Background: an optimization exercise with open tools, aiming at small area and a short achievable clock period. Do not read the settings as production practice.
In this exercise RTL edits were held to simulation tests only and were not proved equivalent to the original.
Power and IR drop assume default switching activity.

## camCacheTop
module camCacheTop (
    input  logic                CLK,
    input  logic                rst,
    input  logic                enable,
    input  cacheCmdPkg::cmdT    cmd,
    input  cacheGeomPkg::indexT writeIndex,
    input  cacheGeomPkg::tagT   tag,
    input  cacheGeomPkg::lineT  writeLine,
    output logic                hit,
    output cacheGeomPkg::lineT  line
);
Size in the first run: roughly 30000 cells after synthesis, roughly 9400 flip-flops, about 280 I/O pins, roughly 370000 um^2 of cells after synthesis.
==> module tagCam, before the edit <==
module tagCam (
    input  logic                    CLK,
    input  logic                    rst,
    input  logic                    enable,
    input  cacheCmdPkg::cmdT        cmd,
    input  cacheGeomPkg::indexT     writeIndex,
    input  cacheGeomPkg::tagT       tag,
    output cacheGeomPkg::entryMaskT writeSel,
    output cacheGeomPkg::entryMaskT matchVec
);
    cacheGeomPkg::entryMaskT validVec;
    logic      writeEn;
    assign writeEn = enable && (cmd == cacheCmdPkg::cmdWrite);
    always_comb begin
        writeSel = '0;
        writeSel[writeIndex] = writeEn;
    end
    always_ff @(posedge CLK) begin
        if (rst) begin
            validVec <= '0;
        end else begin
            validVec <= validVec | writeSel;
        end
    end
    for (genvar i = 0; i < cacheGeomPkg::numEntries; i++) begin : gEntry
        cacheGeomPkg::tagT tagReg;
        always_ff @(posedge CLK) begin
            if (writeSel[i]) begin
                tagReg <= tag;
            end
        end
        tagCompare tagCompareInst (
            .valid  (validVec[i]),
            .stored (tagReg),
            .tag    (tag),
            .match  (matchVec[i])
        );
    end
endmodule
==> module tagCompare, before the edit <==
module tagCompare (
    input  logic              valid,
    input  cacheGeomPkg::tagT stored,
    input  cacheGeomPkg::tagT tag,
    output logic              match
);
    assign match = valid && (stored == tag);
endmodule
==> flow/config.mk <==
export PLATFORM = sky130hd
export DESIGN_NAME = camCacheTop
export DESIGN_NICKNAME = camCacheTop
export VERILOG_FILES = /design/flow/design.v
export SDC_FILE = /design/flow/constraint.sdc
export NUM_CORES = 8
export LEC_CHECK = 0
export ABC_AREA = 1
export CAP_MARGIN = 30
export CORE_MARGIN = 2
export CORE_UTILIZATION = 50
export CTS_BUF_LIST = sky130_fd_sc_hd__clkbuf_16
export CTS_CLUSTER_DIAMETER = 60
export CTS_CLUSTER_SIZE = 24
export PLACE_DENSITY = 0.6
export SETUP_SLACK_MARGIN = 5
export SLEW_MARGIN = 30
export SYNTH_HIERARCHICAL = 1
export SYNTH_MEMORY_MAX_BITS = 16384
export TNS_END_PERCENT = 5
==> flow/constraint.sdc <==
create_clock -name core_clock -period 10.0 [get_ports {CLK}]
set_input_delay 2.0000 -clock core_clock [delete_from_list [all_inputs] [get_ports {CLK}]]
set_output_delay 2.0000 -clock core_clock [all_outputs]
set_load 0.01 [all_outputs]
standard.sh (not shown) runs the stock make flow with config.mk's settings and CLKGATE_MAP_FILE= SYNTH_SCRIPT=/design/flow/synth_recipe.tcl, a recipe that flattens the netlist after the stock synthesis.
==> flow/flow/run.sh <==
#!/bin/bash
# Layout flow: the standard ORFS flow with tuned repair settings (see args.sh).
set -o pipefail
source flow/args.sh
bash standard.sh "${ARGS[@]}" finish > standard.log 2>&1
==> flow/flow/args.sh <==
ARGS=(MATCH_CELL_FOOTPRINT=0 "BUFFER_PORTS_ARGS=-buffer_cell sky130_fd_sc_hd__buf_4" SETUP_SLACK_MARGIN=7 TNS_END_PERCENT=0)
The first run completed with no timing, DRC or antenna violations.
Next try:
--- a/flow/design.v
+++ b/flow/design.v
@@ -54,21 +54,8 @@
                 tagReg <= tag;
             end
         end
-        tagCompare tagCompareInst (
-            .valid  (validVec[i]),
-            .stored (tagReg),
-            .tag    (tag),
-            .match  (matchVec[i])
-        );
-    end
-endmodule
-module tagCompare (
-    input  logic              valid,
-    input  cacheGeomPkg::tagT stored,
-    input  cacheGeomPkg::tagT tag,
-    output logic              match
-);
-    assign match = valid && (stored == tag);
+        assign matchVec[i] = validVec[i] && (tagReg == tag);
+    end
 endmodule
 `default_nettype wire
 `timescale 1ns/1ps
After rerunning:
- The changed run finished clean
- register-to-register slack gets worse by 0.29 ns
- cell count falls by a few percent
- final area falls slightly
- global-route usage falls by 3.0 points
- total power is about the same
- wire length falls by a few percent
- fmax falls by a few percent
- clock skew falls by 0.032 ns
- die area falls slightly
- setup slack gets worse by 0.12 ns
- core utilization rises by 0.27 points
- via count falls by a few percent

==> what the ideal ports hide <==
The flow's constraints put no driver on any port. The routed layouts listed below were extracted and timed again, unchanged, in two steps. Step 1 sets driving cells, clkbuf_16 on the clock port and buf_2 on the other inputs (assumed; they add their load-dependent delay and slew). Step 2 also shifts input and output timing later by t, the mid clock arrival at the registers, as if the neighbouring blocks saw the same clock. Three values: no drivers, after step 1, after step 2; two values: the first two.
run	t (ns)	setup WS [ns]	slew at the worst register clock pin (ns)	worst slew at a driven data input, ns
the first run	1.353	5.719 / 5.567 / 4.213	0.10 / 0.10	0.54
the second run	1.360	5.595 / 5.424 / 4.064	0.10 / 0.10	0.54
After both steps every run listed still meets setup and hold. The setup slack of the second run, which loses most, moves by -0.171 ns with the drivers and by -1.531 ns with both steps.
